Background: an optimization exercise with open tools, aiming at small area and a short achievable clock period. Do not read the settings as production practice.
Where RTL was checked, it was by simulation tests only, not by an equivalence proof against the original.
No activity file was given, so power comes from the tool's default toggle rates.

## data_mem_responder
module data_mem_responder #(
  parameter int DEPTH       = 64,
  parameter int WAIT_STATES = 2
) (
  input  logic        clk,
  input  logic        reset,
  input  logic        req_valid,
  output logic        req_ready,
  input  logic        req_write,
  input  logic [31:0] req_addr,
  input  logic [31:0] req_wdata,
  input  logic [3:0]  req_be,
  output logic        rsp_valid,
  input  logic        rsp_ready,
  output logic [31:0] rsp_rdata,
  output logic        rsp_err
);
clock: 6.0 ns
lec_check: 0
cap_margin: 20
core_margin: 2
core_utilization: 40
cts_buf_list: sky130_fd_sc_hd__clkbuf_8
setup_slack_margin: 3.35
slew_margin: 20
run.sh (not shown) runs the stock make flow with config.mk's settings and CLKGATE_MAP_FILE= SYNTH_SCRIPT=/design/flow/synth_recipe.tcl, a recipe that flattens the netlist after the stock synthesis.
The starting point completed with no timing, DRC or antenna violations.
Rerun with:
Settings changed: CORE_UTILIZATION 40 to 60, CTS_BUF_LIST sky130_fd_sc_hd__clkbuf_8 to not set.
Die area falls by about 33%. Clock skew falls by 0.050 ns. Fmax rises by about 9%. Core utilization rises by 25 points. Worst hold slack is better by 0.013 ns. Final cell count falls by about 12%. Worst setup slack is better by 0.24 ns. Critical path depth rises by 8. Clock-buffer cell count falls by 114.
Rerun with:
Settings changed: CORE_UTILIZATION 60 to 40, SETUP_SLACK_MARGIN 3.35 to 3.5.
Result: The changed run ran to the end with no violations. Clock skew goes up by 0.012 ns. Global-route usage goes down by 12 points. Count of clock-buffer cells in the layout goes up by 11. Via count goes up by a few percent. Maximum frequency goes up slightly. Sequential share of layout area goes down by 2.9 points. Core utilization goes down by 22 points.
Rerun with:
Settings changed: SETUP_SLACK_MARGIN 3.5 to not set.
- global-route usage goes down by 1.8 points
- final cell count goes down by 4.7%
- critical path depth goes up by 5
- design area goes down by about 8%
- routed wire length goes down by about 9%
- core utilization goes down by 4.3 points
- total power goes down by 2.5%
- synthesized cell count stays the same
- sequential share of layout area goes up by 5.1 points
- non-clock buffer count goes down by 311
- setup slack gets worse by 1.3 ns


data_mem_responder, a different RTL version from the one above (not shown whole).
Size in the first run: about 4200 cells after synthesis, roughly 2100 flip-flops, about 110 I/O pins, ~78000 um^2 of cells after synthesis.
Settings: LEC_CHECK=0, CAP_MARGIN=20, CORE_MARGIN=2, CORE_UTILIZATION=60, CTS_CLUSTER_DIAMETER=80, CTS_CLUSTER_SIZE=30, SETUP_SLACK_MARGIN=3.45, SLEW_MARGIN=20; clock period 6.0 ns.
standard.sh (not shown) runs the stock make flow with config.mk's settings and CLKGATE_MAP_FILE= SYNTH_SCRIPT=/design/flow/synth_recipe.tcl, a recipe that flattens the netlist after the stock synthesis.
==> flow/flow/run.sh <==
#!/bin/bash
set -euo pipefail
export BUFFER_PORTS_ARGS="-buffer_cell sky130_fd_sc_hd__buf_4"
bash standard.sh > standard.log 2>&1
Rerun with:
==> flow/run.sh (new file) <==
#!/bin/bash
# synth_recipe.tcl (not shown) runs the flow's synth.tcl, then flattens the netlist and writes it again
# the make line also repeats each setting of config.mk as NAME=value (left out here)
make -C /OpenROAD-flow-scripts/flow DESIGN_CONFIG=/design/flow/config.mk WORK_HOME=/design/flow/orfs CLKGATE_MAP_FILE= SYNTH_SCRIPT=/design/flow/synth_recipe.tcl finish
--- a/flow/config.mk
+++ b/flow/config.mk
@@ -10,4 +10,2 @@
-export CORE_UTILIZATION = 60
-export CTS_CLUSTER_DIAMETER = 80
-export CTS_CLUSTER_SIZE = 30
-export SETUP_SLACK_MARGIN = 3.45
+export CORE_UTILIZATION = 40
+export SETUP_SLACK_MARGIN = 3.2
removed: flow/flow/run.sh
removed: flow/standard.sh
- cell count increases by about a fifth
- die area increases by well over a third
- power increases by about a fifth
- wire length increases slightly
- via count increases slightly
- core utilization decreases by 21 points
- global-route usage decreases by 11 points
- worst setup slack is worse by 27 ps
- worst hold slack is worse by 7.3 ps
- clock-buffer cell count increases by 157
- final area increases by a few percent


The RTL this note starts from:
==> flow/design.v <==
module data_mem_responder #(
  parameter int DEPTH       = 64,
  parameter int WAIT_STATES = 2
) (
  input  logic        clk,
  input  logic        reset,
  input  logic        req_valid,
  output logic        req_ready,
  input  logic        req_write,
  input  logic [31:0] req_addr,
  input  logic [31:0] req_wdata,
  input  logic [3:0]  req_be,
  output logic        rsp_valid,
  input  logic        rsp_ready,
  output logic [31:0] rsp_rdata,
  output logic        rsp_err
);
  logic idle_q, w1_q, w2_q, resp_q;
  always_ff @(posedge clk) begin
    if (reset) begin
      idle_q <= 1'b1;
      w1_q   <= 1'b0;
      w2_q   <= 1'b0;
      resp_q <= 1'b0;
    end else begin
      idle_q <= (idle_q & ~req_valid) | (resp_q & rsp_ready);
      w1_q   <= idle_q & req_valid;
      w2_q   <= w1_q;
      resp_q <= w2_q | (resp_q & ~rsp_ready);
    end
  end
  logic [5:0] cnt_q;
  logic       seen_reset_q;
  always_ff @(posedge clk) begin
    if (reset) seen_reset_q <= 1'b1;
    if (seen_reset_q || !reset) cnt_q <= cnt_q + 6'd1;
    else                        cnt_q <= 6'd0;
  end
  logic [5:0]  pos_q;
  logic        err_q, wr_q;
  logic [31:0] wdata_q;
  logic [3:0]  be_q;
  logic        a_err;
  assign a_err = (|req_addr[1:0]) | (|req_addr[31:8]);
  logic [5:0] pos_d;
  assign pos_d = idle_q ? req_addr[7:2] + cnt_q : pos_q + 6'd1;
  always_ff @(posedge clk) begin
    pos_q <= pos_d;
    if (idle_q) begin
      wr_q    <= req_write;
      wdata_q <= req_wdata;
      be_q    <= req_be;
    end
    err_q <= (idle_q & a_err) | (~idle_q & err_q);
  end
  logic       st_ok, arm1_q, armx_q;
  logic [3:0] cb_q, wb;
  assign st_ok = wr_q & ~err_q;
  always_ff @(posedge clk) begin
    cb_q   <= be_q & {4{w1_q & st_ok & ~reset}};
    arm1_q <= w2_q & st_ok & ~reset;
    armx_q <= (w2_q & st_ok & ~reset) | arm1_q;
  end
  assign wb = (cb_q & {4{~reset}}) | (be_q & {4{armx_q}});
  localparam int NPORT = 22;
  logic [31:0] ring_d [64];
  logic [NPORT-1:0] psel_q;
  always_ff @(posedge clk)
    for (int k = 0; k < NPORT; k++)
      psel_q[k] <= pos_d == 6'(3 * k);
  function automatic logic inv_pos(input integer p);
    inv_pos = p == 0 ? 1'b1 : ((p - 1) / 3) % 2 == 1;
  endfunction
  logic [31:0] wdata_n;
  assign wdata_n = ~wdata_q;
  logic [31:0] ring_q [64];
  for (genvar p = 0; p < 64; p++) begin : g_ring
    localparam int PREV = (p + 63) % 64;
    if (PREV % 3 == 0) begin : g_port
      for (genvar i = 0; i < 4; i++) begin : g_byte
        logic s;
        assign s = psel_q[PREV / 3] & wb[i];
        dmr_port8 u_port (
          .s (s),
          .sn(~s),
          .w (inv_pos(PREV) ? wdata_n[8*i +: 8] : wdata_q[8*i +: 8]),
          .p (ring_q[PREV][8*i +: 8]),
          .y (ring_d[p][8*i +: 8])
        );
        always_ff @(posedge clk)
          ring_q[p][8*i +: 8] <= ring_d[p][8*i +: 8];
      end
    end else begin : g_pass
      always_ff @(posedge clk)
        ring_q[p] <= ring_q[PREV];
    end
  end
  logic [31:0] rsel_q;
  always_ff @(posedge clk)
    for (int k = 0; k < 32; k++) rsel_q[k] <= pos_d[5:1] == 5'(k);
  logic [31:0] rword;
  always_comb begin
    rword = 32'd0;
    for (int k = 0; k < 32; k++)
      rword = rword | ({32{rsel_q[k]}} & (inv_pos(2*k) ? ~ring_q[2*k] : ring_q[2*k]));
  end
  logic [31:0] rdata_q;
  logic        rd_ld;
  assign rd_ld = (w1_q | w2_q) & ~pos_q[0];
  always_ff @(posedge clk)
    rdata_q <= ({32{rd_ld & ~wr_q & ~err_q}} & rword) | ({32{~rd_ld}} & rdata_q);
  assign req_ready = idle_q;
  assign rsp_valid = resp_q;
  assign rsp_rdata = rdata_q;
  assign rsp_err   = err_q;
endmodule
module dmr_port8 (
  input  logic       s,
  input  logic       sn,
  input  logic [7:0] w,
  input  logic [7:0] p,
  output logic [7:0] y
);
  assign y = ~(({8{s}} & w) | ({8{sn}} & p));
endmodule
export LEC_CHECK = 0
export CAP_MARGIN = 20
export CORE_MARGIN = 2
export CORE_UTILIZATION = 60
export CTS_BUF_LIST = sky130_fd_sc_hd__clkbuf_16 sky130_fd_sc_hd__clkbuf_8
export CTS_CLUSTER_DIAMETER = 80
export CTS_CLUSTER_SIZE = 30
export SETUP_SLACK_MARGIN = 3.45
export SLEW_MARGIN = 20
create_clock -name core_clock -period 6.0 [get_ports {clk}]
==> flow/flow/run.sh <==
#!/bin/bash
set -euo pipefail
export BUFFER_PORTS_ARGS="-buffer_cell sky130_fd_sc_hd__buf_4"
bash standard.sh > standard.log 2>&1
The starting point ran to the end with no violations.
==> next run, changes <==
- CTS_BUF_LIST: sky130_fd_sc_hd__clkbuf_16 sky130_fd_sc_hd__clkbuf_8 -> default
After rerunning: Core utilization stays flat. Hold slack barely changes. Non-clock buffer count stays the same. Fmax shrinks by 0.54%. Design area is about the same. Register-to-register slack barely changes. Power hardly moves. Combinational power falls by about 0.7%.


RTL: the design.v shown in full above, as it stands there.
Settings: LEC_CHECK=0, CAP_MARGIN=20, CORE_MARGIN=2, CORE_UTILIZATION=60, CTS_CLUSTER_DIAMETER=80, CTS_CLUSTER_SIZE=30, SETUP_SLACK_MARGIN=3.45, SLEW_MARGIN=20; clock period 6.0 ns.
==> flow/flow/run.sh <==
#!/bin/bash
set -euo pipefail
export BUFFER_PORTS_ARGS="-buffer_cell sky130_fd_sc_hd__buf_4"
bash standard.sh MATCH_CELL_FOOTPRINT=0 finish > standard.log 2>&1
Next try:
==> flow/flow/run.sh (replaced) <==
#!/bin/bash
set -euo pipefail
export BUFFER_PORTS_ARGS="-buffer_cell sky130_fd_sc_hd__buf_4"
bash standard.sh > standard.log 2>&1
- CORE_UTILIZATION: 60 -> 70
- SETUP_SLACK_MARGIN: 3.45 -> 3.55
Final cell count is lower by 3.5%; wire length shrinks by 2.9%; worst hold slack gets worse by 16 ps; utilization increases by 11 points; clock power is lower by about 1%; via count goes up by 2.0%.
Next try:
==> flow/flow/run.sh (replaced) <==
#!/bin/bash
set -euo pipefail
export BUFFER_PORTS_ARGS="-buffer_cell sky130_fd_sc_hd__buf_2"
bash standard.sh > standard.log 2>&1
- CORE_UTILIZATION: 70 -> 60
- SETUP_SLACK_MARGIN: 3.55 -> 3.45
Outcome: The new run produced a clean layout. Hold slack gets better by 16 ps. Global-route usage went down by 4.2 points. Design area shrinks by 0.71%. Worst setup slack gets worse by 41 ps. Sequential power hardly moves.
Next try:
==> flow/run.sh (new file) <==
#!/bin/bash
# synth_recipe.tcl (not shown) runs the flow's synth.tcl, then flattens the netlist and writes it again
# the make line also repeats each setting of config.mk as NAME=value (left out here)
make -C /OpenROAD-flow-scripts/flow DESIGN_CONFIG=/design/flow/config.mk WORK_HOME=/design/flow/orfs CLKGATE_MAP_FILE= SYNTH_SCRIPT=/design/flow/synth_recipe.tcl finish
- CTS_CLUSTER_DIAMETER: 80 -> 60
- CTS_CLUSTER_SIZE: 30 -> 36
removed: flow/flow/run.sh
removed: flow/standard.sh
=>
- final area increases by 5.0%
- clock-buffer cell count increases by 19
- via count increases by 2.4%
- wire length increases by 3.3%
Next try:
- CTS_CLUSTER_DIAMETER: 60 -> 80
- CTS_CLUSTER_SIZE: 36 -> 30
Result:
- routed wire length falls by 0.67%
- via count came out lower by 1.4%
- area after synthesis stays the same


== run A ==
data_mem_responder, a different RTL version from the one above (not shown whole).
Size: about 2200 flip-flops, roughly 110 I/O pins, about 59000 µm² of cells after synthesis.
clock: 6.0 ns
lec_check: 0
cap_margin: 20
core_margin: 2
core_utilization: 60
cts_cluster_diameter: 80
cts_cluster_size: 30
setup_slack_margin: 3.45
slew_margin: 20
==> flow/flow/run.sh <==
#!/bin/bash
set -euo pipefail
export BUFFER_PORTS_ARGS="-buffer_cell sky130_fd_sc_hd__buf_4"
bash standard.sh > standard.log 2>&1
diff inputs: run A => run B
==> flow/run.sh (new file) <==
#!/bin/bash
# synth_recipe.tcl (not shown) runs the flow's synth.tcl, then flattens the netlist and writes it again
# the make line also repeats each setting of config.mk as NAME=value (left out here)
make -C /OpenROAD-flow-scripts/flow DESIGN_CONFIG=/design/flow/config.mk WORK_HOME=/design/flow/orfs CLKGATE_MAP_FILE= SYNTH_SCRIPT=/design/flow/synth_recipe.tcl finish
removed: flow/flow/run.sh
removed: flow/standard.sh
--- outcome ---
Every stage of the flow completed for run B, and the final layout passed the timing, DRC and antenna checks. Between run A and run B, the instance count after placement with tap cells included figures differ only marginally. Changes observed in run B relative to run A: flip-flop and latch count essentially unchanged, final critical-path required period shows an increase of 82 ps, die area has remained practically unchanged, utilization after layout increased by 0.89 points relative to the old numbers. First element of the critical path = rsel_q[3]: run A; first element of the critical path = reset: run B.
Function was not checked in any run of this note: the RTL went through the layout flow alone.

afterwards: timing with drivers on the ports:
How much do the figures lean on ideal ports? The routed layouts below were timed once more, with nothing changed but the port constraints. Step 1 (the two cells are an assumption about what drives the block):
set clk [get_ports {clk}]
set_driving_cell -lib_cell sky130_fd_sc_hd__clkbuf_16 $clk
set_driving_cell -lib_cell sky130_fd_sc_hd__buf_2 [delete_from_list [all_inputs] $clk]
Step 2, shift: input delay + t, output delay - t, t = (earliest + latest rising clock arrival at the registers) / 2. This alone moves slack from input paths to output paths. Three values: ideal, step 1, step 2; two values: the first two.
| run | t (ns) | slack for setup (ns) | worst setup path at the end | worst register clock-pin slew, ns |
|---|---|---|---|---|
| the first run of note 1 | 1.078 | 3.047 / 2.969 / 2.265 | input to register | 0.07 / 0.07 |
| the second run of note 1 | 0.877 | 3.291 / 3.291 / 2.522 | input to register | 0.07 / 0.07 |
| the third run of note 1 | 0.911 | 3.318 / 3.232 / 2.649 | input to register | 0.07 / 0.07 |
| the fourth run of note 1 | 0.909 | 1.972 / 1.972 / 1.573 | input to register | 0.07 / 0.07 |
| the first run of note 2 | 0.798 | 3.167 / 3.159 / 3.167 | register to register | 0.11 / 0.11 |
| the second run of note 2 | 0.936 | 3.140 / 3.080 / 3.140 | register to register | 0.07 / 0.07 |
| the first run of note 3 | 0.760 | 3.433 / 3.375 / 2.732 | input to register | 0.12 / 0.12 |
| the second run of note 3 | 0.758 | 3.419 / 3.380 / 2.712 | input to register | 0.12 / 0.12 |
| the first run of note 4 | 0.760 | 3.428 / 3.380 / 2.709 | input to register | 0.12 / 0.12 |
| the second run of note 4 | 0.746 | 3.428 / 3.402 / 2.716 | input to register | 0.11 / 0.11 |
| the third run of note 4 | 0.764 | 3.388 / 3.420 / 2.679 | input to register | 0.12 / 0.12 |
| the fourth run of note 4 | 0.819 | 3.421 / 3.411 / 2.677 | input to register | 0.12 / 0.12 |
| the fifth run of note 4 | 0.768 | 3.411 / 3.411 / 2.719 | input to register | 0.11 / 0.11 |
| run A | 0.763 | 3.394 / 3.394 / 2.790 | input to register | 0.12 / 0.12 |
| run B | 0.762 | 3.313 / 3.359 / 2.596 | input to register | 0.12 / 0.12 |
After both steps setup and hold are still met in every run listed. For the first run of note 1, which loses most, drivers alone change the setup slack by -0.078 ns; drivers and shift together by -0.782 ns.
